This design comes from an exercise in tuning for small area, a short achievable clock period and few clock cycles per item on the open sky130 flow, not from production work.
Function was checked by simulation only, so behaviour that the tests miss may differ from the original.
Power is estimated from default activity; no workload was simulated.

[design/flow/design.v]
package fc_pkg;
    localparam int SAT_W = 64;
    function automatic int idx_w(input int n);
        if (n > 1) begin
            idx_w = $clog2(n);
        end else begin
            idx_w = 1;
        end
    endfunction
endpackage
module fc_mac_lane (
    input  logic                   clk,
    input  logic                   first,
    input  logic [4:0]             one,
    input  logic [4:0]             two,
    input  logic [4:0]             neg,
    input  logic [4:0]             nsg,
    input  logic [4:0]             nz,
    input  logic [8:0]             weight,
    input  logic [10:0]            bias,
    output logic [15:0]            res
);
    localparam logic [9:0] KC_HI = 10'd683;
    localparam logic [9:0] KC_HM = 10'd682;
    logic [24:0] r_a, r_b;
    logic [24:0] x, bg, k;
    logic [9:0] w1, w2;
    logic [53:0] fs, fc;
    logic [10:0] hs, hc;
    assign w1 = {weight[8], weight};
    assign w2 = {weight, 1'b0};
    assign k = {bias[10] ? KC_HM : KC_HI, {4{bias[10]}}, bias};
    assign x  = first ? k : r_a;
    assign bg = first ? 25'd0 : r_b;
    logic [9:0] m0, pp0;
    assign m0 = ({10{one[0]}} & w1) | ({10{two[0]}} & w2);
    assign pp0 = {~((nz[0] & weight[8]) ^ nsg[0]), m0[8:0] ^ {9{neg[0]}}};
    logic [9:0] m1, pp1;
    assign m1 = ({10{one[1]}} & w1) | ({10{two[1]}} & w2);
    assign pp1 = {~((nz[1] & weight[8]) ^ nsg[1]), m1[8:0] ^ {9{neg[1]}}};
    logic [9:0] m2, pp2;
    assign m2 = ({10{one[2]}} & w1) | ({10{two[2]}} & w2);
    assign pp2 = {~((nz[2] & weight[8]) ^ nsg[2]), m2[8:0] ^ {9{neg[2]}}};
    logic [9:0] m3, pp3;
    assign m3 = ({10{one[3]}} & w1) | ({10{two[3]}} & w2);
    assign pp3 = {~((nz[3] & weight[8]) ^ nsg[3]), m3[8:0] ^ {9{neg[3]}}};
    logic [9:0] m4, pp4;
    assign m4 = ({10{one[4]}} & w1) | ({10{two[4]}} & w2);
    assign pp4 = {~((nz[4] & weight[8]) ^ nsg[4]), m4[8:0] ^ {9{neg[4]}}};
    assign fs[0] = neg[0] ^ bg[0] ^ pp0[0];
    assign fc[0] = (neg[0] & bg[0]) | (pp0[0] & (neg[0] ^ bg[0]));
    assign fs[1] = bg[1] ^ pp0[1] ^ fc[0];
    assign fc[1] = (bg[1] & pp0[1]) | (fc[0] & (bg[1] ^ pp0[1]));
    assign fs[2] = neg[1] ^ bg[2] ^ pp1[0];
    assign fc[2] = (neg[1] & bg[2]) | (pp1[0] & (neg[1] ^ bg[2]));
    assign fs[3] = pp0[2] ^ x[2] ^ fs[2];
    assign fc[3] = (pp0[2] & x[2]) | (fs[2] & (pp0[2] ^ x[2]));
    assign fs[4] = bg[3] ^ pp0[3] ^ pp1[1];
    assign fc[4] = (bg[3] & pp0[3]) | (pp1[1] & (bg[3] ^ pp0[3]));
    assign fs[5] = fc[2] ^ x[3] ^ fs[4];
    assign fc[5] = (fc[2] & x[3]) | (fs[4] & (fc[2] ^ x[3]));
    assign fs[6] = neg[2] ^ bg[4] ^ pp0[4];
    assign fc[6] = (neg[2] & bg[4]) | (pp0[4] & (neg[2] ^ bg[4]));
    assign fs[7] = pp2[0] ^ pp1[2] ^ x[4];
    assign fc[7] = (pp2[0] & pp1[2]) | (x[4] & (pp2[0] ^ pp1[2]));
    assign fs[8] = fs[6] ^ fc[4] ^ fs[7];
    assign fc[8] = (fs[6] & fc[4]) | (fs[7] & (fs[6] ^ fc[4]));
    assign fs[9] = pp2[1] ^ pp1[3] ^ pp0[5];
    assign fc[9] = (pp2[1] & pp1[3]) | (pp0[5] & (pp2[1] ^ pp1[3]));
    assign fs[10] = bg[5] ^ fc[6] ^ fs[9];
    assign fc[10] = (bg[5] & fc[6]) | (fs[9] & (bg[5] ^ fc[6]));
    assign fs[11] = x[5] ^ fc[7] ^ fs[10];
    assign fc[11] = (x[5] & fc[7]) | (fs[10] & (x[5] ^ fc[7]));
    assign fs[12] = neg[3] ^ bg[6] ^ pp2[2];
    assign fc[12] = (neg[3] & bg[6]) | (pp2[2] & (neg[3] ^ bg[6]));
    assign fs[13] = pp1[4] ^ pp0[6] ^ pp3[0];
    assign fc[13] = (pp1[4] & pp0[6]) | (pp3[0] & (pp1[4] ^ pp0[6]));
    assign fs[14] = x[6] ^ fs[12] ^ fs[13];
    assign fc[14] = (x[6] & fs[12]) | (fs[13] & (x[6] ^ fs[12]));
    assign fs[15] = fc[9] ^ fs[14] ^ fc[10];
    assign fc[15] = (fc[9] & fs[14]) | (fc[10] & (fc[9] ^ fs[14]));
    assign fs[16] = pp2[3] ^ pp3[1] ^ bg[7];
    assign fc[16] = (pp2[3] & pp3[1]) | (bg[7] & (pp2[3] ^ pp3[1]));
    assign fs[17] = pp0[7] ^ pp1[5] ^ fc[13];
    assign fc[17] = (pp0[7] & pp1[5]) | (fc[13] & (pp0[7] ^ pp1[5]));
    assign fs[18] = fc[12] ^ x[7] ^ fs[16];
    assign fc[18] = (fc[12] & x[7]) | (fs[16] & (fc[12] ^ x[7]));
    assign fs[19] = fs[18] ^ fc[14] ^ fs[17];
    assign fc[19] = (fs[18] & fc[14]) | (fs[17] & (fs[18] ^ fc[14]));
    assign fs[20] = neg[4] ^ bg[8] ^ pp1[6];
    assign fc[20] = (neg[4] & bg[8]) | (pp1[6] & (neg[4] ^ bg[8]));
    assign fs[21] = pp4[0] ^ pp3[2] ^ pp0[8];
    assign fc[21] = (pp4[0] & pp3[2]) | (pp0[8] & (pp4[0] ^ pp3[2]));
    assign fs[22] = pp2[4] ^ x[8] ^ fs[21];
    assign fc[22] = (pp2[4] & x[8]) | (fs[21] & (pp2[4] ^ x[8]));
    assign fs[23] = fc[16] ^ fs[20] ^ fc[17];
    assign fc[23] = (fc[16] & fs[20]) | (fc[17] & (fc[16] ^ fs[20]));
    assign fs[24] = fc[18] ^ fs[22] ^ fs[23];
    assign fc[24] = (fc[18] & fs[22]) | (fs[23] & (fc[18] ^ fs[22]));
    assign fs[25] = pp3[3] ^ pp0[9] ^ pp1[7];
    assign fc[25] = (pp3[3] & pp0[9]) | (pp1[7] & (pp3[3] ^ pp0[9]));
    assign fs[26] = bg[9] ^ pp4[1] ^ pp2[5];
    assign fc[26] = (bg[9] & pp4[1]) | (pp2[5] & (bg[9] ^ pp4[1]));
    assign fs[27] = fc[21] ^ fs[26] ^ x[9];
    assign fc[27] = (fc[21] & fs[26]) | (x[9] & (fc[21] ^ fs[26]));
    assign fs[28] = fc[20] ^ fs[25] ^ fs[27];
    assign fc[28] = (fc[20] & fs[25]) | (fs[27] & (fc[20] ^ fs[25]));
    assign fs[29] = fc[22] ^ fc[23] ^ fs[28];
    assign fc[29] = (fc[22] & fc[23]) | (fs[28] & (fc[22] ^ fc[23]));
    assign fs[30] = bg[10] ^ pp1[8] ^ pp3[4];
    assign fc[30] = (bg[10] & pp1[8]) | (pp3[4] & (bg[10] ^ pp1[8]));
    assign fs[31] = pp4[2] ^ pp2[6] ^ fc[25];
    assign fc[31] = (pp4[2] & pp2[6]) | (fc[25] & (pp4[2] ^ pp2[6]));
    assign fs[32] = x[10] ^ fc[26] ^ fs[30];
    assign fc[32] = (x[10] & fc[26]) | (fs[30] & (x[10] ^ fc[26]));
    assign fs[33] = fs[32] ^ fs[31] ^ fc[27];
    assign fc[33] = (fs[32] & fs[31]) | (fc[27] & (fs[32] ^ fs[31]));
    assign fs[34] = pp1[9] ^ pp4[3] ^ bg[11];
    assign fc[34] = (pp1[9] & pp4[3]) | (bg[11] & (pp1[9] ^ pp4[3]));
    assign fs[35] = pp3[5] ^ pp2[7] ^ fc[30];
    assign fc[35] = (pp3[5] & pp2[7]) | (fc[30] & (pp3[5] ^ pp2[7]));
    assign fs[36] = fs[34] ^ x[11] ^ fs[35];
    assign fc[36] = (fs[34] & x[11]) | (fs[35] & (fs[34] ^ x[11]));
    assign fs[37] = fc[31] ^ fc[32] ^ hc[0];
    assign fc[37] = (fc[31] & fc[32]) | (hc[0] & (fc[31] ^ fc[32]));
    assign fs[38] = pp2[8] ^ pp4[4] ^ pp3[6];
    assign fc[38] = (pp2[8] & pp4[4]) | (pp3[6] & (pp2[8] ^ pp4[4]));
    assign fs[39] = bg[12] ^ x[12] ^ fs[38];
    assign fc[39] = (bg[12] & x[12]) | (fs[38] & (bg[12] ^ x[12]));
    assign fs[40] = fc[34] ^ fc[35] ^ fs[39];
    assign fc[40] = (fc[34] & fc[35]) | (fs[39] & (fc[34] ^ fc[35]));
    assign fs[41] = fc[36] ^ fs[40] ^ hc[1];
    assign fc[41] = (fc[36] & fs[40]) | (hc[1] & (fc[36] ^ fs[40]));
    assign fs[42] = pp3[7] ^ bg[13] ^ pp2[9];
    assign fc[42] = (pp3[7] & bg[13]) | (pp2[9] & (pp3[7] ^ bg[13]));
    assign fs[43] = pp4[5] ^ x[13] ^ fs[42];
    assign fc[43] = (pp4[5] & x[13]) | (fs[42] & (pp4[5] ^ x[13]));
    assign fs[44] = fc[38] ^ fs[43] ^ fc[39];
    assign fc[44] = (fc[38] & fs[43]) | (fc[39] & (fc[38] ^ fs[43]));
    assign fs[45] = pp4[6] ^ pp3[8] ^ bg[14];
    assign fc[45] = (pp4[6] & pp3[8]) | (bg[14] & (pp4[6] ^ pp3[8]));
    assign fs[46] = x[14] ^ fc[42] ^ fs[45];
    assign fc[46] = (x[14] & fc[42]) | (fs[45] & (x[14] ^ fc[42]));
    assign fs[47] = fc[43] ^ fs[46] ^ fc[44];
    assign fc[47] = (fc[43] & fs[46]) | (fc[44] & (fc[43] ^ fs[46]));
    assign fs[48] = bg[15] ^ pp4[7] ^ pp3[9];
    assign fc[48] = (bg[15] & pp4[7]) | (pp3[9] & (bg[15] ^ pp4[7]));
    assign fs[49] = fc[45] ^ fs[48] ^ x[15];
    assign fc[49] = (fc[45] & fs[48]) | (x[15] & (fc[45] ^ fs[48]));
    assign fs[50] = bg[16] ^ pp4[8] ^ fc[48];
    assign fc[50] = (bg[16] & pp4[8]) | (fc[48] & (bg[16] ^ pp4[8]));
    assign fs[51] = x[16] ^ fs[50] ^ fc[49];
    assign fc[51] = (x[16] & fs[50]) | (fc[49] & (x[16] ^ fs[50]));
    assign fs[52] = bg[17] ^ pp4[9] ^ x[17];
    assign fc[52] = (bg[17] & pp4[9]) | (x[17] & (bg[17] ^ pp4[9]));
    assign fs[53] = bg[18] ^ x[18] ^ fc[52];
    assign fc[53] = (bg[18] & x[18]) | (fc[52] & (bg[18] ^ x[18]));
    assign hs[0] = fc[28] ^ fs[33];
    assign hc[0] = fc[28] & fs[33];
    assign hs[1] = fs[36] ^ fc[33];
    assign hc[1] = fs[36] & fc[33];
    assign hs[2] = fc[40] ^ fs[44];
    assign hc[2] = fc[40] & fs[44];
    assign hs[3] = fc[46] ^ fs[49];
    assign hc[3] = fc[46] & fs[49];
    assign hs[4] = fc[50] ^ fs[52];
    assign hc[4] = fc[50] & fs[52];
    assign hs[5] = bg[19] ^ x[19];
    assign hc[5] = bg[19] & x[19];
    assign hs[6] = bg[20] ^ x[20];
    assign hc[6] = bg[20] & x[20];
    assign hs[7] = bg[21] ^ x[21];
    assign hc[7] = bg[21] & x[21];
    assign hs[8] = bg[22] ^ x[22];
    assign hc[8] = bg[22] & x[22];
    assign hs[9] = bg[23] ^ x[23];
    assign hc[9] = bg[23] & x[23];
    assign hs[10] = bg[24] ^ x[24];
    assign hc[10] = bg[24] & x[24];
    always_ff @(posedge clk) begin
        r_a <= {hc[9], hc[8], hc[7], hc[6], hc[5], hs[5], hc[4], hs[4], hc[3], hs[3], hc[2], hs[2], fc[37], hs[1], hs[0], fc[24], fc[19], fc[15], fc[11], fc[8], fc[5], fc[3], fc[1], x[1], x[0]};
        r_b <= {hs[10], hs[9], hs[8], hs[7], hs[6], fc[53], fs[53], fc[51], fs[51], fc[47], fs[47], fc[41], fs[41], fs[37], fc[29], fs[29], fs[24], fs[19], fs[15], fs[11], fs[8], fs[5], fs[3], fs[1], fs[0]};
    end
    logic [24:0] cg, cp;
    assign cg = r_a & r_b;
    assign cp = r_a ^ r_b;
    logic lo_g0, lo_p0;
    assign lo_g0 = cg[1] | (cp[1] & cg[0]);
    assign lo_p0 = cp[1] & cp[0];
    logic lo_g1, lo_p1;
    assign lo_g1 = cg[3] | (cp[3] & cg[2]);
    assign lo_p1 = cp[3] & cp[2];
    logic lo_g2, lo_p2;
    assign lo_g2 = cg[5] | (cp[5] & cg[4]);
    assign lo_p2 = cp[5] & cp[4];
    logic lo_g3, lo_p3;
    assign lo_g3 = cg[7] | (cp[7] & cg[6]);
    assign lo_p3 = cp[7] & cp[6];
    logic lo_g4, lo_p4;
    assign lo_g4 = cg[9] | (cp[9] & cg[8]);
    assign lo_p4 = cp[9] & cp[8];
    logic lo_g5, lo_p5;
    assign lo_g5 = cg[11] | (cp[11] & cg[10]);
    assign lo_p5 = cp[11] & cp[10];
    logic lo_g6, lo_p6;
    assign lo_g6 = cg[13] | (cp[13] & cg[12]);
    assign lo_p6 = cp[13] & cp[12];
    logic lo_g7, lo_p7;
    assign lo_g7 = lo_g1 | (lo_p1 & lo_g0);
    assign lo_p7 = lo_p1 & lo_p0;
    logic lo_g8, lo_p8;
    assign lo_g8 = lo_g3 | (lo_p3 & lo_g2);
    assign lo_p8 = lo_p3 & lo_p2;
    logic lo_g9, lo_p9;
    assign lo_g9 = lo_g5 | (lo_p5 & lo_g4);
    assign lo_p9 = lo_p5 & lo_p4;
    logic lo_g10, lo_p10;
    assign lo_g10 = lo_g8 | (lo_p8 & lo_g7);
    assign lo_p10 = lo_p8 & lo_p7;
    logic lo_g11, lo_p11;
    assign lo_g11 = lo_g9 | (lo_p9 & lo_g10);
    assign lo_p11 = lo_p9 & lo_p10;
    logic lo_g12, lo_p12;
    assign lo_g12 = lo_g2 | (lo_p2 & lo_g7);
    assign lo_p12 = lo_p2 & lo_p7;
    logic lo_g13, lo_p13;
    assign lo_g13 = lo_g4 | (lo_p4 & lo_g10);
    assign lo_p13 = lo_p4 & lo_p10;
    logic lo_g14, lo_p14;
    assign lo_g14 = lo_g6 | (lo_p6 & lo_g11);
    assign lo_p14 = lo_p6 & lo_p11;
    logic lo_g15, lo_p15;
    assign lo_g15 = cg[2] | (cp[2] & lo_g0);
    assign lo_p15 = cp[2] & lo_p0;
    logic lo_g16, lo_p16;
    assign lo_g16 = cg[4] | (cp[4] & lo_g7);
    assign lo_p16 = cp[4] & lo_p7;
    logic lo_g17, lo_p17;
    assign lo_g17 = cg[6] | (cp[6] & lo_g12);
    assign lo_p17 = cp[6] & lo_p12;
    logic lo_g18, lo_p18;
    assign lo_g18 = cg[8] | (cp[8] & lo_g10);
    assign lo_p18 = cp[8] & lo_p10;
    logic lo_g19, lo_p19;
    assign lo_g19 = cg[10] | (cp[10] & lo_g13);
    assign lo_p19 = cp[10] & lo_p13;
    logic lo_g20, lo_p20;
    assign lo_g20 = cg[12] | (cp[12] & lo_g11);
    assign lo_p20 = cp[12] & lo_p11;
    logic lo_g21, lo_p21;
    assign lo_g21 = cg[14] | (cp[14] & lo_g14);
    assign lo_p21 = cp[14] & lo_p14;
    logic hi_g0, hi_p0;
    assign hi_g0 = cg[16] | (cp[16] & cg[15]);
    assign hi_p0 = cp[16] & cp[15];
    logic hi_g1, hi_p1;
    assign hi_g1 = cg[18] | (cp[18] & cg[17]);
    assign hi_p1 = cp[18] & cp[17];
    logic hi_g2, hi_p2;
    assign hi_g2 = cg[20] | (cp[20] & cg[19]);
    assign hi_p2 = cp[20] & cp[19];
    logic hi_g3, hi_p3;
    assign hi_g3 = cg[22] | (cp[22] & cg[21]);
    assign hi_p3 = cp[22] & cp[21];
    logic hi_g4, hi_p4;
    assign hi_g4 = cg[24] | (cp[24] & cg[23]);
    assign hi_p4 = cp[24] & cp[23];
    logic hi_g5, hi_p5;
    assign hi_g5 = hi_g1 | (hi_p1 & hi_g0);
    assign hi_p5 = hi_p1 & hi_p0;
    logic hi_g6, hi_p6;
    assign hi_g6 = hi_g3 | (hi_p3 & hi_g2);
    assign hi_p6 = hi_p3 & hi_p2;
    logic hi_g7, hi_p7;
    assign hi_g7 = hi_g6 | (hi_p6 & hi_g5);
    assign hi_p7 = hi_p6 & hi_p5;
    logic hi_g8, hi_p8;
    assign hi_g8 = hi_g2 | (hi_p2 & hi_g5);
    assign hi_p8 = hi_p2 & hi_p5;
    logic hi_g9, hi_p9;
    assign hi_g9 = hi_g4 | (hi_p4 & hi_g7);
    assign hi_p9 = hi_p4 & hi_p7;
    logic hi_g10, hi_p10;
    assign hi_g10 = cg[17] | (cp[17] & hi_g0);
    assign hi_p10 = cp[17] & hi_p0;
    logic hi_g11, hi_p11;
    assign hi_g11 = cg[19] | (cp[19] & hi_g5);
    assign hi_p11 = cp[19] & hi_p5;
    logic hi_g12, hi_p12;
    assign hi_g12 = cg[21] | (cp[21] & hi_g8);
    assign hi_p12 = cp[21] & hi_p8;
    logic hi_g13, hi_p13;
    assign hi_g13 = cg[23] | (cp[23] & hi_g7);
    assign hi_p13 = cp[23] & hi_p7;
    logic [14:0] lo_s;
    logic c15;
    logic [9:0] hi0, hi1;
    assign lo_s[0] = cp[0];
    assign lo_s[1] = cp[1] ^ cg[0];
    assign lo_s[2] = cp[2] ^ lo_g0;
    assign lo_s[3] = cp[3] ^ lo_g15;
    assign lo_s[4] = cp[4] ^ lo_g7;
    assign lo_s[5] = cp[5] ^ lo_g16;
    assign lo_s[6] = cp[6] ^ lo_g12;
    assign lo_s[7] = cp[7] ^ lo_g17;
    assign lo_s[8] = cp[8] ^ lo_g10;
    assign lo_s[9] = cp[9] ^ lo_g18;
    assign lo_s[10] = cp[10] ^ lo_g13;
    assign lo_s[11] = cp[11] ^ lo_g19;
    assign lo_s[12] = cp[12] ^ lo_g11;
    assign lo_s[13] = cp[13] ^ lo_g20;
    assign lo_s[14] = cp[14] ^ lo_g14;
    assign c15 = lo_g21;
    assign hi0[0] = cp[15];
    assign hi1[0] = ~cp[15];
    assign hi0[1] = cp[16] ^ cg[15];
    assign hi1[1] = cp[16] ^ (cg[15] | cp[15]);
    assign hi0[2] = cp[17] ^ hi_g0;
    assign hi1[2] = cp[17] ^ (hi_g0 | hi_p0);
    assign hi0[3] = cp[18] ^ hi_g10;
    assign hi1[3] = cp[18] ^ (hi_g10 | hi_p10);
    assign hi0[4] = cp[19] ^ hi_g5;
    assign hi1[4] = cp[19] ^ (hi_g5 | hi_p5);
    assign hi0[5] = cp[20] ^ hi_g11;
    assign hi1[5] = cp[20] ^ (hi_g11 | hi_p11);
    assign hi0[6] = cp[21] ^ hi_g8;
    assign hi1[6] = cp[21] ^ (hi_g8 | hi_p8);
    assign hi0[7] = cp[22] ^ hi_g12;
    assign hi1[7] = cp[22] ^ (hi_g12 | hi_p12);
    assign hi0[8] = cp[23] ^ hi_g7;
    assign hi1[8] = cp[23] ^ (hi_g7 | hi_p7);
    assign hi0[9] = cp[24] ^ hi_g13;
    assign hi1[9] = cp[24] ^ (hi_g13 | hi_p13);
    logic ovf0, ovf1, ovf, sgn, s15;
    assign ovf0 = !((&hi0) || !(|hi0));
    assign ovf1 = !((&hi1) || !(|hi1));
    assign ovf = c15 ? ovf1 : ovf0;
    assign sgn = c15 ? hi1[9] : hi0[9];
    assign s15 = c15 ? hi1[0] : hi0[0];
    assign res = ovf ? {sgn, {15{!sgn}}} : {s15, lo_s};
endmodule
module fc_layer_engine #(
    parameter int N_IN  = 64,
    parameter int N_OUT = 16,
    parameter int DW    = 10,
    parameter int WW    = 9,
    parameter int BW    = 11,
    parameter int ACCW  = 25,
    parameter int OW    = 16,
    parameter int SHIFT = 0
) (
    input  logic                       clk,
    input  logic                       rst_n,
    input  logic                       in_valid,
    input  logic [DW-1:0]              in_data,
    output logic                       in_ready,
    output logic [fc_pkg::idx_w(N_IN)-1:0] w_addr,
    input  logic [N_OUT*WW-1:0]        weight,
    input  logic [N_OUT*BW-1:0]        bias,
    output logic                       out_valid,
    input  logic                       out_ready,
    output logic [OW-1:0]              out_data,
    output logic [fc_pkg::idx_w(N_OUT)-1:0] out_idx,
    output logic                       layer_done
);
    localparam int IN_W  = fc_pkg::idx_w(N_IN);
    localparam int OUT_W = fc_pkg::idx_w(N_OUT);
    localparam int ND    = (DW + 1) / 2;       
    logic                   r_in_ready;
    logic [IN_W-1:0]        r_in_cnt;
    logic                   r_pend;      
    logic                   r_last;      
    logic                   r_fin;       
    logic                   r_ob_valid;
    logic [OUT_W-1:0]       r_ob_idx;
    logic                   r_done;
    localparam int NG = 4;
    logic [ND-1:0]          g_one [NG];
    logic [ND-1:0]          g_two [NG];
    logic [ND-1:0]          g_neg [NG];
    logic [ND-1:0]          g_nsg [NG];
    logic [ND-1:0]          g_nz  [NG];
    logic                   g_first [NG];
    logic [N_OUT*WW-1:0]    r_w;
    logic                   w_first_n;
    logic signed [OW-1:0]   w_res [N_OUT];
    logic [OW-1:0]          r_obuf [1:N_OUT-1];
    logic [OW-1:0]          r_out_data;
    logic                   w_in_fire;
    logic                   w_cnt_last;
    logic                   w_out_fire;
    logic                   w_out_last;
    logic                   w_capture;
    logic [IN_W-1:0]        w_in_cnt_n;
    logic                   w_pend_n;
    logic                   w_ob_valid_n;
    logic [ND-1:0]          w_one, w_two, w_neg;
    logic [DW:0]            w_xe;
    assign in_ready   = r_in_ready;
    assign w_addr     = r_in_cnt;
    assign out_valid  = r_ob_valid;
    assign out_idx    = r_ob_idx;
    assign out_data   = r_out_data;
    assign layer_done = r_done;
    assign w_in_fire  = in_valid && r_in_ready;
    assign w_cnt_last = (r_in_cnt == IN_W'(N_IN - 1));
    assign w_out_fire = r_ob_valid && out_ready;
    assign w_out_last = (r_ob_idx == OUT_W'(N_OUT - 1));
    assign w_capture  = r_fin && !r_ob_valid;
    assign w_in_cnt_n   = w_in_fire ? ((w_cnt_last) ? '0 : r_in_cnt + IN_W'(1)) : r_in_cnt;
    assign w_pend_n     = (w_in_fire && w_cnt_last) || (r_pend && !w_capture);
    assign w_ob_valid_n = w_capture || (r_ob_valid && !(w_out_fire && w_out_last));
    assign w_xe = {in_data, 1'b0};
    genvar d;
    generate
        for (d = 0; d < ND; d++) begin : g_booth
            logic b2, b1, b0;
            assign b0 = w_xe[2*d];
            assign b1 = w_xe[2*d+1];
            assign b2 = (2*d+2 <= DW) ? w_xe[2*d+2] : w_xe[DW];
            assign w_one[d] = b1 ^ b0;
            assign w_two[d] = (b2 & ~b1 & ~b0) | (~b2 & b1 & b0);
            assign w_neg[d] = b2 & ~(b1 & b0);
        end
    endgenerate
    always_ff @(posedge clk or negedge rst_n) begin
        if (!rst_n) begin
            r_in_ready <= 1'b0;
            r_in_cnt   <= '0;
            r_pend     <= 1'b0;
            r_last     <= 1'b0;
            r_fin      <= 1'b0;
            r_ob_valid <= 1'b0;
            r_ob_idx   <= '0;
            r_done     <= 1'b0;
        end else begin
            r_in_cnt   <= w_in_cnt_n;
            r_pend     <= w_pend_n;
            r_in_ready <= (w_in_cnt_n != '0) || !w_pend_n || !w_ob_valid_n;
            r_last     <= w_in_fire && w_cnt_last;
            r_fin      <= r_last || (r_fin && !w_capture);
            r_ob_valid <= w_ob_valid_n;
            if (w_capture) begin
                r_ob_idx <= '0;
            end else if (w_out_fire) begin
                r_ob_idx <= r_ob_idx + OUT_W'(1);
            end
            r_done     <= w_out_fire && w_out_last;
        end
    end
    assign w_first_n = w_in_fire && (r_in_cnt == '0);
    always_ff @(posedge clk) begin
        r_w <= weight;
    end
    genvar g;
    generate
        for (g = 0; g < NG; g++) begin : g_stage1
            logic [ND-1:0] one_q, two_q, neg_q, nsg_q, nz_q;
            logic          first_q;
            logic [ND-1:0] one_d, two_d, neg_d, nsg_d, nz_d;
            logic          first_d;
            localparam bit INV = (g % 2) == 1;
            assign one_d   = w_in_fire ? w_one : '0;
            assign two_d   = w_in_fire ? w_two : '0;
            assign neg_d   = w_in_fire ? w_neg : '0;
            assign nsg_d   = w_in_fire ? w_neg : '1;
            assign nz_d    = w_in_fire ? (w_one | w_two) : '0;
            assign first_d = w_first_n;
            if (g < 2) begin : g_plain
                always_ff @(posedge clk) begin
                    one_q   <= INV ? ~one_d : one_d;
                    two_q   <= INV ? ~two_d : two_d;
                    neg_q   <= INV ? ~neg_d : neg_d;
                    nsg_q   <= INV ? ~nsg_d : nsg_d;
                    nz_q    <= INV ? ~nz_d  : nz_d;
                    first_q <= INV ? ~first_d : first_d;
                end
            end else begin : g_reset
                always_ff @(posedge clk or negedge rst_n) begin
                    if (!rst_n) begin
                        one_q   <= INV ? '1 : '0;
                        two_q   <= INV ? '1 : '0;
                        neg_q   <= INV ? '1 : '0;
                        nsg_q   <= INV ? '0 : '1;
                        nz_q    <= INV ? '1 : '0;
                        first_q <= INV ? 1'b1 : 1'b0;
                    end else begin
                        one_q   <= INV ? ~one_d : one_d;
                        two_q   <= INV ? ~two_d : two_d;
                        neg_q   <= INV ? ~neg_d : neg_d;
                        nsg_q   <= INV ? ~nsg_d : nsg_d;
                        nz_q    <= INV ? ~nz_d  : nz_d;
                        first_q <= INV ? ~first_d : first_d;
                    end
                end
            end
            assign g_one[g]   = INV ? ~one_q : one_q;
            assign g_two[g]   = INV ? ~two_q : two_q;
            assign g_neg[g]   = INV ? ~neg_q : neg_q;
            assign g_nsg[g]   = INV ? ~nsg_q : nsg_q;
            assign g_nz[g]    = INV ? ~nz_q  : nz_q;
            assign g_first[g] = INV ? ~first_q : first_q;
        end
    endgenerate
    genvar k;
    generate
        for (k = 0; k < N_OUT; k++) begin : g_lane
            localparam int G = k / (N_OUT / NG);
            fc_mac_lane u_lane (
                .clk    (clk),
                .first  (g_first[G]),
                .one    (g_one[G]),
                .two    (g_two[G]),
                .neg    (g_neg[G]),
                .nsg    (g_nsg[G]),
                .nz     (g_nz[G]),
                .weight (r_w[k*WW +: WW]),
                .bias   (bias[k*BW +: BW]),
                .res    (w_res[k])
            );
        end
    endgenerate
    always_ff @(posedge clk) begin
        if (w_capture) begin
            for (int i = 1; i < N_OUT; i++) begin
                r_obuf[i] <= w_res[i];
            end
        end
    end
    always_ff @(posedge clk) begin
        if (w_capture) begin
            r_out_data <= w_res[0];
        end else if (w_out_fire && !w_out_last) begin
            r_out_data <= r_obuf[r_ob_idx + OUT_W'(1)];
        end
    end
endmodule
[design/flow/run.sh]
#!/bin/bash
# synth_recipe.tcl (not shown) runs the flow's synth.tcl, then flattens the netlist and writes it again
# the make line also repeats each setting of config.mk as NAME=value (left out here)
make -C /OpenROAD-flow-scripts/flow DESIGN_CONFIG=/design/flow/config.mk WORK_HOME=/design/flow/orfs CLKGATE_MAP_FILE= SYNTH_SCRIPT=/design/flow/synth_recipe.tcl finish
[design/flow/config.mk]
export PLATFORM = sky130hd
export DESIGN_NAME = fc_layer_engine
export DESIGN_NICKNAME = fc_layer_engine
export VERILOG_FILES = /design/flow/design.v
export SDC_FILE = /design/flow/constraint.sdc
export NUM_CORES = 4
export LEC_CHECK = 0
export CAP_MARGIN = 20
export CORE_MARGIN = 2
export CORE_UTILIZATION = 55
export SETUP_SLACK_MARGIN = 0.4
export SLEW_MARGIN = 20
[design/flow/constraint.sdc]
create_clock -name core_clock -period 8.5 [get_ports {clk}]
set_input_delay 1.7000 -clock core_clock [delete_from_list [all_inputs] [get_ports {clk}]]
set_output_delay 1.7000 -clock core_clock [all_outputs]
set_load 0.01 [all_outputs]
==> results of run 1 <==
## state kept, by name, indices dropped and copies added, names as in the netlist
| name | cells |
|---|---|
| g_stage1.nsg_q | 20 |
| r_out_data | 16 |
| r_pend | 1 |
| g_lane.u_lane.r_b | 400 |
| r_w | 144 |
| g_lane.u_lane.r_a | 400 |
| g_stage1.neg_q | 20 |
| r_in_ready | 1 |
| r_fin | 1 |
| r_done | 1 |
| r_in_cnt | 6 |
| g_stage1.two_q | 20 |
| r_ob_idx | 4 |
| g_stage1.one_q | 20 |
| r_last | 1 |
| r_ob_valid | 1 |
| r_obuf | 240 |
| g_stage1.first_q | 4 |
| g_stage1.nz_q | 20 |
## Yosys cell counts (all sizes together) (21+ instances only)
cell / number
a21oi: 208
ha: 539
nand3: 103
nand4: 72
and2: 128
mux2i: 160
nor2: 285
a21o: 209
nand4b: 22
mux2: 112
a22oi: 375
nand2: 409
dfstp: 26
a211oi: 21
edfxtp: 288
xnor2: 788
or2: 59
a31oi: 34
xor2: 306
o21ai: 102
nor2b: 178
buf: 107
clkinv: 57
a22o: 43
inv: 1067
dfrtp: 42
o21a: 37
o22ai: 331
nor4b: 31
and3: 37
nor4: 27
fa: 1040
a221oi: 53
clkbuf: 402
nand2b: 177
nor3: 90
dfxtp: 964
## worst register-to-register path, stage by stage (launching register included)
cell and delay (ns):
edfxtp_1 0.36, ha_1 0.20, fa_1 0.41, a21o_1 0.18, a21o_1 0.20, a21o_1 0.21
a31oi_1 0.24, o2111ai_1 0.24, a21o_1 0.23, a21o_1 0.20, a31o_2 0.25, fa_1 0.42
a41oi_1 0.23, xor2_1 0.72, a21oi_1 0.37, a21o_1 0.26
## where the power goes
part | internal, mW | switching [mW]
registers | 8.99 | 1.70
clock network | 4.15 | 2.84
logic | 10.9 | 14.9
total | 24.0 | 19.4
## logic make-up after synthesis
group,after synthesis
adder cells (fa/ha/maj),1579
AND/OR/NAND/NOR,1688
flip-flops,1320
AO/OA/AOI/OAI,1611
XOR/XNOR,1094
buffers and inverters,1633
multiplexers,272
## through the flow
| stage | hold WS (ns) | std cells | cell area, sq um |
|---|---|---|---|
| 2_1_floorplan | 0.404 | 9197 | 96000 |
| 3_3_place_gp | 0.410 | 11500 | 101000 |
| 3_5_place_dp | 0.417 | 11500 | 101000 |
| 4_1_cts | 0.431 | 11800 | 107000 |
| 5_1_grt | 0.456 | 11800 | 107000 |
| 6_report | 0.427 | 11800 | 107000 |
## path summary, 6_finish.rpt
path                                           from                   end  slack, ns  depth (start not counted)
max                        g_lane[14].u_lane.r_a[0]        r_obuf[14][14]       3.56                         15
min                                          r_last                 r_fin       0.43                          1
max reg2reg                g_lane[14].u_lane.r_a[0]        r_obuf[14][14]       3.56                         15
min reg2reg                                  r_last                 r_fin       0.43                          1
max in group asynchronous                     rst_n   g_stage1[2].first_q       6.50                          2
min in group asynchronous                     rst_n  g_stage1[3].nsg_q[4]       0.89                          1
## per-layer routing
metal	share of wire	track usage
met2	0.46	0.541
met5	0.00015	0
met1	0.42	0.461
met3	0.067	0.0557
met4	0.053	0.160
## cell type report
| cell class | instances | area, sq um |
|---|---|---|
| sequential | 1320 | 29700 |
| clock buffer | 225 | 4590 |
| clock inverter | 59 | 678 |
| multi-input combinational | 6244 | 60200 |
| tap | 2325 | 2910 |
| antenna | 1 | 2.50 |
| timing repair buffer | 463 | 4390 |
| inverter | 1124 | 4230 |
| fill | 14600 | 66900 |
==> flow_summary_export.csv, run 1 <==
group,metric,value,unit
power_and_ir_drop,totalPowerFinal,43.5,mW
floorplanning,start_util,0.553,
finish,drive_gt1_frac,0.0634,
sta,slew-limit-headroom,0.198,
cts,clk_path_buf_depth,3,
floorplanning,core,0.174,sq mm
synthesis,synth.area.top_cells,"fa_1, dfxtp_1, edfxtp_1, xnor2_1, ha_1",
sta,finalHoldViolations,0,
drt,antenna_left,0,
sta,final.setup.tns,0,ns
setup_path,path_max_fanout,9,
grt,grt_pass1_wl,460000,microns
setup_path,cpMaxStageDelayCell,"xor2_1",
drt,drcViolationCount,0,
synthesis,ys_seq_elements,1320,
cts,cts.sinks,1320,
synthesis,synth-async-reset-ratio,0.0515,
floorplanning,ios,363,
sta,max_freq,202,MHz
cts,clkLatencyLatePin,0.81,ns
synthesis,muxShareOfSynthArea,0.0298,
synthesis,syn_nets,11100,
run,maxCapViolCount,0,
sta,finalSetupViolCount,0,
synthesis,yosysTopAreaCellShare,0.217,
cts,h-tree-depth,4,
sta,skew,0.0281,ns
synthesis,synth-xor-area-share,0.0998,
setup_path,slowest_delay,0.72,ns
sta,rsz0062_at_grt,"false",
power_and_ir_drop,power_density,407,mW/mm^2
setup_path,path_class,"reg -> reg",
synthesis,seq_area_frac_synth,0.309,
setup_path,path_delay_family,"compound AO/OA/AOI/OAI gates",
cts,cts_hold_buf,0,
setup_path,path_common_cell,"a21o_1",
finish,nNetsFinal,11200,
sta,finalMaxSlewViolations,0,
grt,grt_pass1_vias,72300,
floorplanning,std_cell_rows,153,
synthesis,synth_cells,9197,
finish,layout_common_cells,"inv_1, fa_1, dfxtp_1",
cts,numCtsBuffers,157,
synthesis,synth_ff_type,"dfxtp_1",
setup_path,worst-path-buf-inv,0,
run_status,status,"complete, no violations",
setup_path,critPathRequiredTime,9.05,ns
setup_path,arrival,5.49,ns
cts,clk_pin_slew_worst_paths,0.06,ns
setup_path,path_cells,"ha_1 > fa_1 > a21o_1 > a21o_1 > a21o_1 > a31oi_1 > o2111ai_1 > a21o_1 > a21o_1 > a31o_2 > fa_1 > a41oi_1 > xor2_1 > a21oi_1 > a21o_1",
drt,vias_per_cell,5.88,
sta,fin_crit_sh,0.582,
grt,grt_max_degree,134,
finish,syn2layout_area_growth,11.1,%
placed_design,place_congestion,1.03,
placed_design,portBuffers,362,
sta,final.setup.worst_slack,3.56,ns
min_path,min_path_type,"reg -> reg",
drt,dr.pass1.iters,6,
cts,cts_resized,0,
grt,antenna_found_initial,8,
synthesis,synthAdderAreaFrac,0.287,
setup_path,cp-end-kind,"register",
synthesis,synth_area,0.0960,sq mm
cts,post_cts_buffers,0,
power_and_ir_drop,leakagePower,46.6,nW
finish,final_util,0.615,
floorplanning,dieArea,0.178,sq mm
synthesis,synth_compound_area_frac,0.118,
setup_path,worst_setup_path_start_kind,"register",
synthesis,yosysTopAreaCell,"fa_1",
drt,wl_per_cell,25.7,microns
drt,vias,69100,
synthesis,yosysWarningCount,33,
grt,grt_usage,0.342,
synthesis,synth_edf_count,288,
floorplanning,die_h,422,microns
cts,cts_tree,"done",
sta,post-route-min-period,4.94,ns
drt,drt_iter0_drc,5817,
synthesis,synth.avg_cell_area,10.4,sq um
synthesis,synth_top_family_by_area,"adder cells",
sta,worstMarginPinSlew,1.20,ns
placed_design,pre_cts_ws,3.59,ns
grt,grt.overflow.total,0,
floorplanning,die_x,422,microns
placed_design,dp_hpwl,226000,microns
finish,layout_commonest_cell,"inv_1",
cts,cts_root_buf,"clkbuf_16",
synthesis,yosys.cell_types.count,98,
drt,wirelength,303000,microns
power_and_ir_drop,vdd_drop_max,234,uV
synthesis,synth_simple_gate_area_frac,0.0921,
Testbench counts, summed over its fixed seeds: cycles 12,432, items 192.
==> run 2: changes to the inputs <==
--- a/design/flow/design.v
+++ b/design/flow/design.v
@@ -19,5 +19,5 @@
     input  logic [8:0]             weight,
     input  logic [10:0]            bias,
-    output logic [15:0]            res
+    output logic [17:0]            res
 );
     localparam logic [9:0] KC_HI = 10'd683;
@@ -338,5 +338,5 @@
     assign sgn = c15 ? hi1[9] : hi0[9];
     assign s15 = c15 ? hi1[0] : hi0[0];
-    assign res = ovf ? {sgn, {15{!sgn}}} : {s15, lo_s};
+    assign res = {sgn, ovf, s15, lo_s};
 endmodule
 module fc_layer_engine #(
@@ -367,12 +367,24 @@
     localparam int OUT_W = fc_pkg::idx_w(N_OUT);
     localparam int ND    = (DW + 1) / 2;       
+    localparam int RW    = OW + 2;             
     logic                   r_in_ready;
+    logic                   r_in_stall;  
     logic [IN_W-1:0]        r_in_cnt;
+    logic                   r_cnt_zero;  
+    logic                   r_cnt_last;  
     logic                   r_pend;      
     logic                   r_last;      
     logic                   r_fin;       
-    logic                   r_ob_valid;
-    logic [OUT_W-1:0]       r_ob_idx;
+    logic                   r_ob_full;   
+    logic [OUT_W-1:0]       r_rd_idx;    
+    logic                   r_rd_last;   
+    logic                   r_out_valid;
+    logic                   r_out_vint;  
+    logic [OUT_W-1:0]       r_out_idx;
+    logic                   r_out_last;  
+    logic [OW-1:0]          r_out_data;
     logic                   r_done;
+    logic [RW-1:0]          r_obuf [N_OUT];
+    logic [RW-1:0]          w_raw  [N_OUT];
     localparam int NG = 4;
     logic [ND-1:0]          g_one [NG];
@@ -384,31 +396,29 @@
     logic [N_OUT*WW-1:0]    r_w;
     logic                   w_first_n;
-    logic signed [OW-1:0]   w_res [N_OUT];
-    logic [OW-1:0]          r_obuf [1:N_OUT-1];
-    logic [OW-1:0]          r_out_data;
     logic                   w_in_fire;
-    logic                   w_cnt_last;
     logic                   w_out_fire;
-    logic                   w_out_last;
     logic                   w_capture;
+    logic                   w_move;
     logic [IN_W-1:0]        w_in_cnt_n;
     logic                   w_pend_n;
-    logic                   w_ob_valid_n;
+    logic                   w_ob_full_n;
+    logic                   w_in_ready_n;
     logic [ND-1:0]          w_one, w_two, w_neg;
     logic [DW:0]            w_xe;
+    logic [RW-1:0]          w_rd;
     assign in_ready   = r_in_ready;
     assign w_addr     = r_in_cnt;
-    assign out_valid  = r_ob_valid;
-    assign out_idx    = r_ob_idx;
+    assign out_valid  = r_out_valid;
+    assign out_idx    = r_out_idx;
     assign out_data   = r_out_data;
     assign layer_done = r_done;
-    assign w_in_fire  = in_valid && r_in_ready;
-    assign w_cnt_last = (r_in_cnt == IN_W'(N_IN - 1));
-    assign w_out_fire = r_ob_valid && out_ready;
-    assign w_out_last = (r_ob_idx == OUT_W'(N_OUT - 1));
-    assign w_capture  = r_fin && !r_ob_valid;
-    assign w_in_cnt_n   = w_in_fire ? ((w_cnt_last) ? '0 : r_in_cnt + IN_W'(1)) : r_in_cnt;
-    assign w_pend_n     = (w_in_fire && w_cnt_last) || (r_pend && !w_capture);
-    assign w_ob_valid_n = w_capture || (r_ob_valid && !(w_out_fire && w_out_last));
+    assign w_in_fire  = in_valid && !r_in_stall;
+    assign w_out_fire = r_out_vint && out_ready;
+    assign w_capture  = r_fin && !r_ob_full;
+    assign w_move     = r_ob_full && (!r_out_vint || out_ready);
+    assign w_in_cnt_n  = w_in_fire ? r_in_cnt + IN_W'(1) : r_in_cnt;
+    assign w_pend_n    = (w_in_fire && r_cnt_last) || (r_pend && !w_capture);
+    assign w_ob_full_n = w_capture || (r_ob_full && !(w_move && r_rd_last));
+    assign w_in_ready_n = !(w_in_fire ? r_cnt_last : r_cnt_zero) || !w_pend_n || !w_ob_full_n;
     assign w_xe = {in_data, 1'b0};
     genvar d;
@@ -426,28 +436,50 @@
     always_ff @(posedge clk or negedge rst_n) begin
         if (!rst_n) begin
-            r_in_ready <= 1'b0;
-            r_in_cnt   <= '0;
-            r_pend     <= 1'b0;
-            r_last     <= 1'b0;
-            r_fin      <= 1'b0;
-            r_ob_valid <= 1'b0;
-            r_ob_idx   <= '0;
-            r_done     <= 1'b0;
+            r_in_ready  <= 1'b0;
+            r_in_stall  <= 1'b1;
+            r_in_cnt    <= '0;
+            r_cnt_zero  <= 1'b1;
+            r_cnt_last  <= 1'b0;
+            r_pend      <= 1'b0;
+            r_last      <= 1'b0;
+            r_fin       <= 1'b0;
+            r_ob_full   <= 1'b0;
+            r_rd_idx    <= '0;
+            r_rd_last   <= 1'b0;
+            r_out_valid <= 1'b0;
+            r_out_vint  <= 1'b0;
+            r_out_idx   <= '0;
+            r_out_last  <= 1'b0;
+            r_done      <= 1'b0;
         end else begin
-            r_in_cnt   <= w_in_cnt_n;
-            r_pend     <= w_pend_n;
-            r_in_ready <= (w_in_cnt_n != '0) || !w_pend_n || !w_ob_valid_n;
-            r_last     <= w_in_fire && w_cnt_last;
-            r_fin      <= r_last || (r_fin && !w_capture);
-            r_ob_valid <= w_ob_valid_n;
+            r_in_cnt    <= w_in_cnt_n;
+            r_cnt_zero  <= (w_in_cnt_n == '0);
+            r_cnt_last  <= (w_in_cnt_n == IN_W'(N_IN - 1));
+            r_pend      <= w_pend_n;
+            r_in_ready  <= w_in_ready_n;
+            r_in_stall  <= !w_in_ready_n;
+            r_last      <= w_in_fire && r_cnt_last;
+            r_fin       <= r_last || (r_fin && !w_capture);
+            r_ob_full   <= w_ob_full_n;
             if (w_capture) begin
-                r_ob_idx <= '0;
+                r_rd_idx  <= '0;
+                r_rd_last <= 1'b0;
+            end else if (w_move) begin
+                r_rd_idx  <= r_rd_idx + OUT_W'(1);
+                r_rd_last <= (r_rd_idx == OUT_W'(N_OUT - 2));
+            end
+            if (w_move) begin
+                r_out_valid <= 1'b1;
+                r_out_vint  <= 1'b1;
+                r_out_idx   <= r_rd_idx;
+                r_out_last  <= r_rd_last;
             end else if (w_out_fire) begin
-                r_ob_idx <= r_ob_idx + OUT_W'(1);
+                r_out_valid <= 1'b0;
+                r_out_vint  <= 1'b0;
             end
-            r_done     <= w_out_fire && w_out_last;
+            r_done      <= w_out_fire && r_out_last;
         end
     end
-    assign w_first_n = w_in_fire && (r_in_cnt == '0);
+    assign w_first_n = w_in_fire && r_cnt_zero;
     always_ff @(posedge clk) begin
         r_w <= weight;
@@ -517,5 +549,5 @@
                 .weight (r_w[k*WW +: WW]),
                 .bias   (bias[k*BW +: BW]),
-                .res    (w_res[k])
+                .res    (w_raw[k])
             );
         end
@@ -523,14 +555,13 @@
     always_ff @(posedge clk) begin
         if (w_capture) begin
-            for (int i = 1; i < N_OUT; i++) begin
-                r_obuf[i] <= w_res[i];
+            for (int i = 0; i < N_OUT; i++) begin
+                r_obuf[i] <= w_raw[i];
             end
         end
     end
+    assign w_rd = r_obuf[r_rd_idx];
     always_ff @(posedge clk) begin
-        if (w_capture) begin
-            r_out_data <= w_res[0];
-        end else if (w_out_fire && !w_out_last) begin
-            r_out_data <= r_obuf[r_ob_idx + OUT_W'(1)];
+        if (w_move) begin
+            r_out_data <= w_rd[OW] ? {w_rd[OW+1], {(OW-1){!w_rd[OW+1]}}} : w_rd[OW-1:0];
         end
     end
==> run 2 against run 1 <==
Via count down 4.1%; clock power up 3.9%; core utilization up 0.087 points; cell count down 3.9%; largest cell class unchanged.
==> flow_summary_export.csv, run 2 <==
group,metric,value,unit
synthesis,yosysTopAreaCellShare,0.220,
synthesis,synth_ff_type,"dfxtp_1",
setup_path,slowest_delay,0.61,ns
synthesis,synth_edf_count,336,
min_path,min_path_type,"reg -> reg",
sta,rsz0062_at_grt,"false",
cts,clk_path_buf_depth,3,
sta,finalHoldViolations,0,
sta,fin_crit_sh,0.523,
synthesis,yosysMostFrequentCell,"fa_1",
drt,vias_per_cell,5.87,
cts,cts_hold_buf,0,
finish,layout_common_cells,"fa_1, inv_1, dfxtp_1",
run_status,status,"complete, no violations",
drt,wl_per_cell,26.5,microns
drt,drt_iter0_drc,6176,
power_and_ir_drop,p_comb_frac,0.574,
finish,nNetsFinal,10800,
finish,drive_gt1_frac,0.0630,
floorplanning,std_cell_rows,152,
grt,grt_pass1_wl,447000,microns
cts,cts_root_buf,"clkbuf_16",
setup_path,critPathRequiredTime,9.05,ns
sta,finalMaxSlewViolations,0,
grt,grt.overflow.total,0,
synthesis,yosys.cell_types.count,78,
sta,max_freq,225,MHz
finish,syn2layout_area_growth,11.5,%
grt,grt_usage,0.346,
power_and_ir_drop,seqPwrFrac,0.260,
cts,cts_tree,"done",
drt,drcViolationCount,0,
floorplanning,start_util,0.552,
sta,skew,0.0343,ns
synthesis,yosysTopAreaCell,"fa_1",
power_and_ir_drop,swShare,0.448,
power_and_ir_drop,totalPowerFinal,43.5,mW
setup_path,cp-end-kind,"register",
drt,vias,66300,
finish,top_regs,"g_lane.u_lane.r_a x400, g_lane.u_lane.r_b x400, r_obuf x288",
setup_path,path_class,"reg -> reg",
setup_path,worst-path-buf-inv,0,
synthesis,seq_area_frac_synth,0.332,
drt,dr.pass1.iters,6,
grt,grt_max_degree,169,
synthesis,synth_area,0.0944,sq mm
cts,clkLatencyLatePin,0.83,ns
cts,cts.sinks,1378,
finish,layoutNonFillerInstCount,11300,
grt,grt_pass1_vias,68500,
synthesis,synth_common_cells,"fa_1, inv_1, dfxtp_1",
placed_design,portBuffers,362,
power_and_ir_drop,leakagePower,45.3,nW
setup_path,path_delay_family,"compound AO/OA/AOI/OAI gates",
cts,post_cts_buffers,0,
synthesis,yosysWarningCount,17,
grt,antenna_found_initial,32,
sta,worstMarginPinSlew,1.23,ns
sta,finalSetupViolCount,0,
floorplanning,die_x,418,microns
floorplanning,die_h,418,microns
finish,final_util,0.615,
cts,h-tree-depth,4,
setup_path,worst_setup_path_start_kind,"register",
placed_design,place_congestion,0.944,
finish,layout_commonest_cell,"fa_1",
sta,slew-limit-headroom,0.174,
cts,cts_resized,0,
setup_path,cpMaxStageDelayCell,"a2111oi_0",
synthesis,ys_seq_elements,1378,
sta,post-route-min-period,4.45,ns
placed_design,dp_hpwl,222000,microns
sta,final.setup.tns,0,ns
synthesis,synth-async-reset-ratio,0.0566,
power_and_ir_drop,intPower,24.0,mW
synthesis,synth.area.top_cells,"fa_1, dfxtp_1, edfxtp_1, xnor2_1, ha_1",
synthesis,synth.avg_cell_area,10.8,sq um
synthesis,syn_nets,10700,
setup_path,path_cells,"ha_1 > fa_1 > a21oi_1 > nor2b_1 > a311o_1 > a21oi_1 > o21ai_0 > a21boi_0 > o21ai_0 > fa_1 > nand2b_1 > a2111oi_0 > nand4_1 > nor4_1 > o311a_1 > a311oi_1",
power_and_ir_drop,p_switching,19.5,mW
setup_path,arrival,5.00,ns
drt,antenna_left,0,
sta,fin_hold_ws,0.433,ns
power_and_ir_drop,vdd_drop_max,259,uV
setup_path,path_max_fanout,6,
power_and_ir_drop,power_density,413,mW/mm^2
synthesis,synth_cells,8782,
run,maxCapViolCount,0,
drt,wirelength,300000,microns
floorplanning,ios,363,
power_and_ir_drop,clkPwrFrac,0.167,
placed_design,dp_cells,11000,
cts,numCtsBuffers,160,
floorplanning,dieArea,0.175,sq mm
floorplanning,core,0.171,sq mm
cts,clk_pin_slew_worst_paths,0.06,ns
-- run 2: through the flow --
step           area, sq um  setup slack [ns]
2_1_floorplan        94400              1.67
3_3_place_gp         99800              3.74
3_5_place_dp         99800              3.72
4_1_cts             105000              4.13
5_1_grt             105000              3.68
6_report            105000              4.05
-- run 2: cells by family after synthesis --
| family | count (synthesis) | share of synthesized area |
|---|---|---|
| AO/OA/AOI/OAI | 1409 | 0.100 |
| XOR/XNOR | 1112 | 0.103 |
| adder cells (fa/ha/maj) | 1577 | 0.292 |
| buffers and inverters | 1552 | 0.0619 |
| flip-flops | 1378 | 0.332 |
| multiplexers | 209 | 0.0243 |
| AND/OR/NAND/NOR | 1545 | 0.0864 |
-- run 2: cell type report --
type | instances | area, sq um
diodes | 3 | 7.51
clock buffers | 205 | 4510
clock inverters | 96 | 991
fillers | 14200 | 65800
inverters | 1086 | 4080
multi-input cells | 5852 | 57200
flip-flops and latches | 1378 | 31400
well taps | 2233 | 2790
repair buffers | 448 | 4310
-- run 2: path summary, 6_finish.rpt --
path | cells after the start | start | slack, ns | to
worst max-delay path | 16 | g_lane[7].u_lane.r_b[0] | 4.05 | r_obuf[7][16]
worst min-delay path | 1 | r_last | 0.43 | r_fin
max in group asynchronous | 2 | rst_n | 6.50 | r_rd_idx[2]
worst max register to register | 16 | g_lane[7].u_lane.r_b[0] | 4.05 | r_obuf[7][16]
min in group asynchronous | 1 | rst_n | 0.73 | g_stage1[2].one_q[2]
worst min register to register | 1 | r_last | 0.43 | r_fin
-- run 2: power by group through the flow --
stage / registers [mW] / logic (mW) / clock network, mW
after floorplan: 10.7 / 16.7 / 0
after detailed placement: 11.4 / 24.8 / 0
after CTS: 11.3 / 25.1 / 7.36
after global routing: 11.5 / 28.3 / 7.64
after global placement: 11.4 / 24.1 / 0
final: 11.3 / 25.0 / 7.26
-- run 2: worst reg2reg max path, delay by kind of cell, from the launching register on --
kind,cells,cell delay [ns]
AOI/OAI and AO/OA,9,2.17
adders and majority gates,3,0.86
DFF,1,0.36
and+or+nand+nor,4,0.79
-- run 2: layer usage --
layer | vias to the layer above | part of all wire | global-route usage
met5 | - | 0.00072 | 0
met4 | 30 | 0.051 | 0.157
met3 | 656 | 0.078 | 0.0641
met2 | 2712 | 0.46 | 0.539
met1 | 33400 | 0.41 | 0.470
li1 | 29500 | - | -
Testbench counts of run 2, summed over its fixed seeds: cycles 12,440, items 192.
==> run 3: changes to the inputs <==
--- a/design/flow/config.mk
+++ b/design/flow/config.mk
@@ -9,4 +9,4 @@
 export CORE_MARGIN = 2
 export CORE_UTILIZATION = 55
-export SETUP_SLACK_MARGIN = 0.4
+export SETUP_SLACK_MARGIN = 5.0
 export SLEW_MARGIN = 20
==> run 3 against run 2 <==
Clock-buffer cell count is 6 higher; critical endpoint is now g_lane[15].u_lane.r_b[11]; sequential power hardly changed; highest routed layer unchanged; fmax is 22% higher.
==> flow_summary_export.csv, run 3 <==
group,metric,value,unit
power_and_ir_drop,vdd_drop_max,254,uV
placed_design,dp_cells,11000,
run_status,status,"complete, no violations",
placed_design,dp_hpwl,225000,microns
floorplanning,die_x,418,microns
finish,syn2layout_area_growth,18.1,%
cts,cts_root_buf,"clkbuf_16",
floorplanning,start_util,0.552,
setup_path,arrival,4.36,ns
power_and_ir_drop,p_comb_frac,0.595,
drt,dr.pass1.iters,6,
synthesis,synth_compound_area_frac,0.100,
sta,finalMaxSlewViolations,0,
power_and_ir_drop,clkPwrFrac,0.156,
setup_path,path_max_fanout,5,
min_path,min_path_type,"reg -> reg",
synthesis,synth-async-reset-ratio,0.0566,
placed_design,portBuffers,362,
drt,vias_per_cell,5.99,
synthesis,yosysWarningCount,17,
setup_path,cp-end-kind,"register",
grt,grt_pass1_wl,471000,microns
synthesis,synth-xor-area-share,0.103,
finish,final_util,0.651,
drt,drt_iter0_drc,6681,
cts,h-tree-depth,4,
synthesis,seq_area_frac_synth,0.332,
cts,cts_hold_buf,0,
finish,layoutNonFillerInstCount,11600,
setup_path,path_class,"reg -> reg",
setup_path,crit_start,"g_stage1[3].two_q[3]",
sta,fin_hold_ws,0.433,ns
grt,grt.overflow.total,0,
setup_path,rr_startpoint,"g_stage1[3].two_q[3]",
power_and_ir_drop,leakagePower,47.8,nW
synthesis,synth_top_family_by_area,"adder cells",
sta,post-route-min-period,3.66,ns
synthesis,yosysMostFrequentCell,"fa_1",
setup_path,worst_setup_path_start_kind,"register",
drt,drcViolationCount,0,
sta,max_freq,273,MHz
synthesis,synth_area,0.0944,sq mm
setup_path,critPathRequiredTime,9.21,ns
grt,antenna_found_initial,32,
sta,rsz0062_at_grt,"true",
cts,cts_tree,"done",
cts,clk_pin_slew_worst_paths,0.06,ns
grt,use_met1,0.477,
cts,cts.sinks,1378,
floorplanning,ios,363,
synthesis,ys_seq_elements,1378,
sta,finalHoldViolations,0,
synthesis,muxShareOfSynthArea,0.0243,
finish,nNetsFinal,11100,
power_and_ir_drop,seqPwrFrac,0.248,
synthesis,synthAdderAreaFrac,0.292,
floorplanning,die_h,418,microns
grt,busiest_layer,"met2",
finish,drive_gt1_frac,0.142,
placed_design,place_congestion,0.985,
synthesis,yosysTopAreaCell,"fa_1",
run,maxCapViolCount,0,
grt,grtUsageMet2,0.586,
drt,wirelength,327000,microns
sta,fin_crit_sh,0.430,
min_path,hp-start,"r_last",
drt,antenna_left,0,
synthesis,synth.avg_cell_area,10.8,sq um
finish,layout_common_cells,"inv_1, fa_1, dfxtp_1",
floorplanning,dieArea,0.175,sq mm
synthesis,yosys.cell_types.count,78,
sta,finalSetupViolCount,0,
finish,layout_commonest_cell,"inv_1",
sta,worstMarginPinSlew,1.25,ns
synthesis,synth_common_cells,"fa_1, inv_1, dfxtp_1",
cts,clkLatencyLatePin,0.84,ns
grt,grt_pass1_vias,70900,
grt,met3_usage,0.0689,
synthesis,syn_nets,10700,
drt,wl_per_cell,28.2,microns
sta,final.setup.tns,0,ns
drt,vias,69400,
power_and_ir_drop,totalPowerFinal,45.7,mW
grt,grt_max_degree,159,
power_and_ir_drop,swShare,0.452,
sta,skew,0.0372,ns
power_and_ir_drop,power_density,410,mW/mm^2
synthesis,synth_simple_gate_area_frac,0.0864,
synthesis,synth.area.top_cells,"fa_1, dfxtp_1, edfxtp_1, xnor2_1, ha_1",
synthesis,synth_ff_type,"dfxtp_1",
floorplanning,std_cell_rows,152,
synthesis,synth_cells,8782,
synthesis,synth_edf_count,336,
grt,grt_usage,0.368,
power_and_ir_drop,p_switching,20.7,mW
floorplanning,core,0.171,sq mm
power_and_ir_drop,intPower,25.0,mW
cts,clk_path_buf_depth,3,
sta,slew-limit-headroom,0.168,
cts,numCtsBuffers,160,
finish,top_regs,"g_lane.u_lane.r_a x400, g_lane.u_lane.r_b x400, r_obuf x288",
synthesis,yosysTopAreaCellShare,0.220,
==> run 3: cell count changes in the layout (fill, tap and decap cells not counted), sizes merged, moves of 9 or more <==
cell and delta:
buf +239, clkdlybuf4s50 -31, clkinv -26, clkinvlp +26, clkbuf +25, dlygate4sd2 +22, bufbuf +21, diode +11
dlymetal6s2s +9
==> run 3: final timing paths <==
path / to / slack [ns] / cells after the start
min reg2reg: r_fin / 0.43 / 1
max: g_lane[15].u_lane.r_b[11] / 4.84 / 14
max in group asynchronous: g_stage1[2].first_q / 6.25 / 2
max reg2reg: g_lane[15].u_lane.r_b[11] / 4.84 / 14
min in group asynchronous: r_rd_idx[1] / 0.79 / 1
min: r_fin / 0.43 / 1
==> run 3: logic make-up (layout without fill, tap and decap cells) <==
group / Yosys count / in the layout
DFF: 1378 / 1378
muxes: 209 / 209
other: 0 / 14
and+or+nand+nor: 1545 / 1545
adders and majority gates: 1577 / 1577
buffers and inverters: 1552 / 2114
xor gates and xnor gates: 1112 / 1112
AOI/OAI and AO/OA: 1409 / 1410
==> run 3: power groups by stage <==
stage	registers (mW)	logic (mW)	clock network (mW)
finish	11.4	27.2	7.15
global route	11.5	30.3	7.52
CTS	11.3	26.5	7.24
detailed placement	11.4	25.1	0
global placement	11.4	24.4	0
floorplan	10.7	16.8	0
==> run 3: critical path, cell delays in order, from the launching register on <==
cell     delay, ns
dfstp_2       0.54
buf_12        0.12
buf_16        0.15
buf_8         0.13
o22ai_4       0.07
xnor2_2       0.15
fa_2          0.53
inv_2         0.04
fa_1          0.54
fa_1          0.40
inv_1         0.07
ha_2          0.17
inv_2         0.04
fa_2          0.50
inv_1         0.03
==> run 3: cell type report <==
cell class | instances | area (sq um)
clock inverter | 90 | 913
tap | 2233 | 2790
fill | 13600 | 59700
sequential | 1378 | 31600
antenna | 14 | 35.0
multi-input combinational | 5853 | 59000
timing repair buffer | 727 | 8450
clock buffer | 211 | 4470
inverter | 1086 | 4200
==> run 3: layer usage <==
metal | share of wire | up-vias | wire, microns
met5 | 0.00053 | - | 172
met4 | 0.061 | 20 | 20000
met3 | 0.082 | 817 | 26600
met2 | 0.46 | 3199 | 151000
met1 | 0.39 | 35300 | 128000
li1 | - | 30100 | -
==> run 3: through the flow <==
step	cell area [sq um]	setup slack [ns]
final	111000	4.84
after CTS	109000	4.74
after global placement	100000	4.04
after detailed placement	100000	4.04
after floorplan	94700	3.24
after global routing	111000	4.71
==> run 3: what timing repair did <==
action,in CTS,in global routing
pin swaps,177,199
cloned,25,19
setup endpoints to repair,292,121
resized for setup,451,373
buffers inserted,144,84

## re-timing with driven ports
The flow's constraints put no driver on any port. The routed layouts listed below were extracted and timed again, unchanged, in two steps.
Step 1: set_driving_cell puts a clkbuf_16 on clk and a buf_2 on each other input, an assumption about the parent block.
Step 2, shift: input delay + t, output delay - t, t = (earliest + latest rising clock arrival at the registers) / 2. This alone moves slack from input paths to output paths.
Three values: no drivers, after step 1, after step 2; two values: the first two.
| run | shift t [ns] | setup slack, ns | clock arrival spread, ns | worst slew at a driven data input, ns | cell pins on the clock port's net |
|---|---|---|---|---|---|
| run 1 | 0.894 | 3.555 / 3.555 / 3.555 | 0.030 / 0.030 | 0.16 | 1 |
| run 2 | 0.901 | 4.053 / 4.053 / 3.716 | 0.038 / 0.039 | 0.16 | 1 |
| run 3 | 0.908 | 4.843 / 4.843 / 4.087 | 0.037 / 0.038 | 0.20 | 1 |
After both steps every run listed still meets setup and hold. For run 3, which loses most, drivers alone change the setup slack by 0.000 ns; drivers and shift together by -0.756 ns.
